Context: an optimization exercise on an open-source flow, tuned for small area. The choices shown serve that exercise and are no tape-out recipe.
The RTL of this run was laid out without a check of its function.
No activity file was given, so power comes from the tool's default toggle rates.

<file path="flow/config.mk">
export PLATFORM = sky130hd
export DESIGN_NAME = cop_issue_core
export DESIGN_NICKNAME = cop_issue_core
export VERILOG_FILES = /design/flow/design.v
export SDC_FILE = /design/flow/constraint.sdc
export NUM_CORES = 4
export LEC_CHECK = 0
export CAP_MARGIN = 20
export CORE_MARGIN = 2
export CORE_UTILIZATION = 40
export SLEW_MARGIN = 20
</file>
<file path="flow/constraint.sdc">
create_clock -name core_clock -period 10.0 [get_ports {cpu_clock}]
set_input_delay 2.0000 -clock core_clock [delete_from_list [all_inputs] [get_ports {cpu_clock}]]
set_output_delay 2.0000 -clock core_clock [all_outputs]
set_load 0.01 [all_outputs]
</file>
<file path="flow/design.v">
package cop_issue_pkg;
  localparam logic [5:0] OP_LUI   = 6'h0F;
  localparam logic [5:0] OP_ORI   = 6'h0D;
  localparam logic [5:0] OP_ADDIU = 6'h09;
  localparam logic [5:0] OP_COP1  = 6'h11;
  localparam logic [4:0] FMT_MF   = 5'd0;
  localparam logic [4:0] FMT_MT   = 5'd4;
  localparam int OP_LSB  = 26;
  localparam int FMT_LSB = 21;
  localparam int RS_LSB  = 21;
  localparam int RT_LSB  = 16;
  typedef struct packed {
    logic        lui;
    logic        ori;
    logic        addiu;
    logic        cop1;
    logic        mtc1;
    logic        mfc1;
    logic [4:0]  rs;
    logic [4:0]  rt;
    logic [15:0] imm;
  } dec_t;
  function automatic dec_t decode(input logic [31:0] w);
    dec_t       d;
    logic [5:0] op;
    logic [4:0] fmt;
    op      = w[OP_LSB +: 6];
    fmt     = w[FMT_LSB +: 5];
    d.lui   = (op == OP_LUI);
    d.ori   = (op == OP_ORI);
    d.addiu = (op == OP_ADDIU);
    d.cop1  = (op == OP_COP1);
    d.mtc1  = d.cop1 && (fmt == FMT_MT) && (w[10:0] == 11'd0);
    d.mfc1  = d.cop1 && (fmt == FMT_MF) && (w[10:0] == 11'd0);
    d.rs    = w[RS_LSB +: 5];
    d.rt    = w[RT_LSB +: 5];
    d.imm   = w[15:0];
    decode  = d;
  endfunction
endpackage
module cop_dest_fifo #(
  parameter int DEPTH = 4,
  parameter int W     = 5
) (
  input  logic         clk,
  input  logic         rst_b,
  input  logic         push,
  input  logic [W-1:0] push_data,
  input  logic         pop,
  output logic [W-1:0] head,
  output logic         full,
  output logic         empty
);
  localparam int AW = (DEPTH > 1) ? $clog2(DEPTH) : 1;
  logic [DEPTH-1:0][W-1:0] mem;
  logic [AW-1:0]           rd_idx, wr_idx;
  logic [AW:0]             cnt;
  function automatic logic [AW-1:0] inc(input logic [AW-1:0] i);
    inc = (i == AW'(DEPTH - 1)) ? '0 : i + 1'b1;
  endfunction
  assign full  = (cnt == (AW+1)'(DEPTH));
  assign empty = (cnt == '0);
  assign head  = mem[rd_idx];
  always_ff @(posedge clk) begin
    if (!rst_b) begin
      rd_idx <= '0;
      wr_idx <= '0;
      cnt    <= '0;
    end else begin
      if (push) begin
        mem[wr_idx] <= push_data;
        wr_idx      <= inc(wr_idx);
      end
      if (pop) rd_idx <= inc(rd_idx);
      case ({push, pop})
        2'b10:   cnt <= cnt + 1'b1;
        2'b01:   cnt <= cnt - 1'b1;
        default: ;
      endcase
    end
  end
endmodule
module cop_issue_core #(
  parameter int              XLEN      = 32,
  parameter int              NREG      = 32,
  parameter int              MFC_DEPTH = 4,
  parameter logic [XLEN-1:0] RESET_PC  = '0,
  parameter bit              R0_ZERO   = 1'b1
) (
  input  logic            cpu_clock,
  input  logic            cpu_reset_b,
  output logic            ins_fetch_req,
  output logic [XLEN-1:0] ins_pc,
  input  logic [31:0]     instruction,
  input  logic            cop_hold,
  output logic [31:0]     cop_inst,
  output logic            cop_inst_valid,
  output logic [XLEN-1:0] gpr_to_cop,
  input  logic [XLEN-1:0] gpr_from_cop,
  input  logic            gpr_from_cop_valid,
  output logic            err_spurious
);
  localparam int NW = (NREG > 1) ? $clog2(NREG) : 1;
  cop_issue_pkg::dec_t       d;
  logic [NW-1:0]             rs, rt, head;
  logic [NREG-1:0][XLEN-1:0] gpr;
  logic [NREG-1:0]           sb, sb_nxt;
  logic [XLEN-1:0]           pc, alu;
  logic                      alu_we, haz, stall, consume, push, ret, full, empty;
  function automatic logic wr_ok(input logic [NW-1:0] i);
    wr_ok = !(R0_ZERO && (i == '0));
  endfunction
  assign d      = cop_issue_pkg::decode(instruction);
  assign rs     = d.rs[NW-1:0];
  assign rt     = d.rt[NW-1:0];
  assign alu_we = d.lui | d.ori | d.addiu;
  assign haz   = ((d.ori | d.addiu) & sb[rs])
               | ((d.mtc1 | alu_we | d.mfc1) & sb[rt]);
  assign stall = haz | (d.cop1 & cop_hold) | (d.mfc1 & full);
  assign consume        = ~stall & cpu_reset_b;
  assign ins_fetch_req  = ~stall;
  assign ins_pc         = pc;
  assign cop_inst_valid = d.cop1 & consume;
  assign cop_inst       = cop_inst_valid ? instruction : '0;
  assign gpr_to_cop     = gpr[rt];
  assign push           = d.mfc1 & consume;
  assign ret            = gpr_from_cop_valid & ~empty;
  always_comb begin
    alu = '0;
    if (d.lui)        alu = XLEN'({d.imm, 16'h0000});
    else if (d.ori)   alu = gpr[rs] | XLEN'(d.imm);
    else if (d.addiu) alu = gpr[rs] + XLEN'($signed(d.imm));
  end
  always_comb begin
    sb_nxt = sb;
    if (ret)  sb_nxt[head] = 1'b0;
    if (push) sb_nxt[rt]   = 1'b1;
  end
  always_ff @(posedge cpu_clock) begin
    if (!cpu_reset_b) begin
      pc           <= RESET_PC;
      gpr          <= '0;
      sb           <= '0;
      err_spurious <= 1'b0;
    end else begin
      sb <= sb_nxt;
      if (ret && wr_ok(head)) gpr[head] <= gpr_from_cop;
      if (!stall) begin
        pc <= pc + XLEN'(4);
        if (alu_we && wr_ok(rt)) gpr[rt] <= alu;
      end
      if (gpr_from_cop_valid && empty) err_spurious <= 1'b1;
    end
  end
  cop_dest_fifo #(
    .DEPTH (MFC_DEPTH),
    .W     (NW)
  ) u_fifo (
    .clk       (cpu_clock),
    .rst_b     (cpu_reset_b),
    .push      (push),
    .push_data (rt),
    .pop       (ret),
    .head      (head),
    .full      (full),
    .empty     (empty)
  );
endmodule
</file>
<file path="flow/run.sh">
#!/bin/bash
# synth_recipe.tcl (not shown) runs the flow's synth.tcl, then flattens the netlist and writes it again
# the make line also repeats each setting of config.mk as NAME=value (left out here)
make -C /OpenROAD-flow-scripts/flow DESIGN_CONFIG=/design/flow/config.mk WORK_HOME=/design/flow/orfs CLKGATE_MAP_FILE= SYNTH_SCRIPT=/design/flow/synth_recipe.tcl finish
</file>
==> summary.md <==
| Metric | Value |
|---|---|
| Critical path depth | `10` |
| Worst-skew pair later-pin latency | `0.80 ns` |
| Drt first pass iters | `8` |
| PostCTS Resize Cnt | `0` |
| Post-layout min period | `8.522 ns` |
| R2r setup slk | `4.05 ns` |
| Hold depth | `1` |
| CTS clk-pin slew, worst paths | `0.06 ns` |
| Clock buffer depth | `3` |
| Area growth from synthesis to layout | `10.51%` |
| GR Overflow Total | `0` |
| Core footprint | `174000 sq um` |
| CTS sink cnt | `1114` |
| Critical Path AT | `6.52 ns` |
| I/O Buffers | `160` |
| Sequential share of the synthesized area | `32.08%` |
| Commonest non-fill, non-tap cell in the layout | `dfxtp_1` |
| Internal | `7.347 mW` |
| Status | `finished clean` |
| Die H | `422.7 microns` |
| Width of the die | `422.7 microns` |
| Layout cell share with drive strength beyond 1 | `25.97%` |
| Initial DRC count | `9456` |
| NetSw | `2.587 mW` |
| Synth cell types | `84` |
| Crit-path max cell delay | `0.94 ns` |
| Worst r2r path cells | `15` |
| Vias in the first global route | `56580` |
| Normalized max-slew margin | `16.60%` |
| WP buf/inv | `2` |
| Max_cap viols | `0` |
| Static Leak | `30.89 nW` |
| Die ar. | `178700 sq um` |
| Global-route wire length before repair | `420000 microns` |
| Tot GR Track Use | `32.07%` |
| Skew final | `0.05278 ns` |
| Crit-path cells | `clkdlybuf4s50_1 > nor4bb_2 > nor2b_4 > nor2_1 > a21oi_1 > a221oi_4 > and2_1 > and3_2 > and2_1 > clkdlybuf4s50_1` |
| Slew Viols, Final | `0` |
| Vias | `61120` |
| RSZ-0062 raised after global routing | `false` |
| # nets final | `6729` |
| CP Max Fanout | `27` |
| Final TNS setup | `0 ns` |
| CP max-delay cell | `nor4bb_2` |
| Dpl hpwl | `174400 microns` |
| Most common flop cell mapped by yosys | `dfxtp_1` |
| Initial antenna violation count | `37` |
| Routed vias/inst | `6.764` |
| Most frequent cells in the layout | `dfxtp_1 (1094), a211oi_1 (763), mux4_2 (625)` |
| Routability cong. | `0.9586` |
| Final wirelength | `297000 microns` |
| Peak supply drop | `0.0001367 V` |
| Synth Area per Inst | `10.11 sq um` |
| Post-synth EDFFs | `20` |
| Placed insts | `8796` |
| WL/cell | `32.87 microns` |
| Post-DRT Antenna Nets | `0` |
| Initial Util | `40.31%` |
| Row count | `153` |
| Syn Inst Count | `6940` |
| Critical path class | `in -> out` |
| CP delay by family, top | `simple AND/OR/NAND/NOR gates` |
| Net Sw Frac | `26.04%` |
| CTS Buf Count | `120` |
| Clock share of power | `47.2%` |
| CTS Root Cell | `clkbuf_16` |
| Mapped cell area | `70140 sq um` |
| FF+latch count, synth | `1114` |
| Fin. Hold Viols | `0` |
| Cts hold-fix bufs | `0` |
| H-tree Lvls | `3` |
| Post-CTS setup buffers | `0` |
| Non-Filler Instances | `9037` |
| Fmax | `0.1173 GHz` |
| Reg power frac | `44.9%` |
| Crit path capture type | `output port` |
| Slew @ Worst Pin | `1.248 ns` |
| Final instance area | `77510 sq um` |
| Final setup viols | `0` |
| Drt drc | `0` |
| Fillers | `16160` |
| I/O pin count | `167` |
| Power share of the combinational group | `7.9%` |
| Area after DPL | `73440 sq um` |
| CP required | `8.00 ns` |
| Ys Warns | `2` |
| Largest net degree at the start of global routing | `221` |
| TritonCTS clock tree | `built` |
| Power per standard cell area | `128.2 nW/um^2` |
| Fraction of registers with async set/reset | `0%` |
| Worst hold path type | `reg -> reg` |
| Crit path launch type | `input port` |
| Fin crit share | `85.22%` |
-- power by group through the flow --
stage	sequential (mW)	combinational [mW]	clock [mW]
finish	4.46	0.784	4.69
global route	4.46	0.804	4.86
CTS	4.46	0.762	4.70
detailed placement	4.56	0.760	0
global placement	4.56	0.758	0
floorplan	4.56	0.488	0
-- state kept, by name, indices dropped and copies added (netlist names) --
| name | flops |
|---|---|
| pc | 30 |
| sb | 32 |
| u_fifo.wr_idx | 2 |
| u_fifo.rd_idx | 2 |
| gpr | 1024 |
| u_fifo.mem | 20 |
| err_spurious | 1 |
| u_fifo.cnt | 3 |
-- final cells by class --
type | instances | area, sq um | share of cell area [%]
Antenna cell | 15 | 37.54 | 0.04843
Clock buffer | 190 | 3669 | 4.733
Clock inverter | 33 | 381.6 | 0.4923
Inverter | 87 | 334.1 | 0.4310
Multi-Input combinational cell | 4898 | 44380 | 57.26
Sequential cell | 1114 | 22500 | 29.03
Tap cell | 2325 | 2909 | 3.753
Timing Repair Buffer | 375 | 3298 | 4.255
-- through the flow --
stage          worst slack [ns]  utilization [%]  total power [mW]  hold WS, ns
6_report                  1.478            44.54             9.934       0.4823
5_1_grt                   1.371            44.53             10.13       0.5011
4_1_cts                   1.270            44.53             9.924       0.4865
3_5_place_dp              1.337            42.21             5.324       0.4687
3_3_place_gp              1.446            42.17             5.321       0.4586
2_1_floorplan             2.335                -             5.050       0.4475
-- worst reg2reg max path, cell delays in order, from the launching register on --
cell	delay, ns
dfxtp_1	0.33
mux4_2	0.47
mux4_2	0.50
nand2_1	0.08
and2_1	0.27
inv_1	0.09
ha_1	0.25
fa_1	0.47
a211oi_1	0.30
o21ai_0	0.26
a21oi_1	0.33
a31oi_1	0.29
xnor2_1	0.20
o21ai_0	0.68
nand2_1	0.87
o21ai_0	0.46
-- cells in the mapped netlist (32+ instances only) --
library cell / instances / area, sq um
dfxtp_1: 1094 / 21900
nor2b_1: 62 / 387.9
a21oi_1: 251 / 1256
buf_4: 46 / 345.3
inv_1: 86 / 322.8
ha_1: 63 / 788.3
nand3_1: 120 / 600.6
o211a_1: 123 / 1231
a31oi_1: 40 / 250.2
buf_2: 127 / 635.6
mux2i_1: 365 / 3654
nor3_1: 32 / 160.2
and2_1: 83 / 519.3
o21ai_0: 247 / 1236
and3_1: 93 / 581.8
nand2_1: 471 / 1768
mux4_2: 625 / 14080
buf_1: 42 / 157.7
mux2_2: 553 / 6227
nand4_1: 40 / 250.2
clkbuf_1: 625 / 2346
a211oi_1: 765 / 5743
nor2_1: 646 / 2425
-- cell families (layout without fill, tap and decap cells) --
kind of cell    count (synthesis)  count (layout)  synth area share, %
buf+inv                       933             685                5.530
compound gates               1580            1580                15.63
mux                          1569            1569                34.57
flops                        1114            1114                32.08
xor+xnor                       47              47               0.5869
other cells                     1              21             0.005347
simple gates                 1631            1631                10.41
fa+ha+maj                      65              65                1.181
-- metal layers --
layer / part of all wire (%) / GRT usage (%) / vias up
met2: 43 / 47.33 / 4170
met1: 38 / 42.41 / 30400
met4: 6.6 / 17.65 / 12
met5: 0.024 / 0.1613 / -
met3: 13 / 8.758 / 961
li1: - / - / 25580
-- worst paths after layout --
check	startpoint	end
worst max register to register	gpr[992]	gpr[694]
worst max-delay path	instruction[26]	cop_inst[20]
worst min-delay path	gpr[13]	gpr[13]
worst min register to register	gpr[13]	gpr[13]

[separate check: timing with driven ports]
How much do the figures lean on ideal ports? The routed layout below was timed once more, with nothing changed but the port constraints.
Step 1: set_driving_cell puts a clkbuf_16 on cpu_clock and a buf_2 on each other input, an assumption about the parent block.
Step 2 times the ports against the registers' clock, not the clock port: input delays grow and output delays shrink by t, the midpoint of the rising clock arrivals with the driver on.
Slacks: no drivers / after step 1 / after step 2; pairs: no drivers / after step 1.
t (ns): 0.869
setup slack, ns: 1.478 / 1.453 / 1.391
hold WS [ns]: 0.482 / 0.482 / 0.482
cell pins on the clock port's net: 1
After both steps setup and hold are still met in this run. The setup slack of this run moves by -0.025 ns with the drivers and by -0.087 ns with both steps.
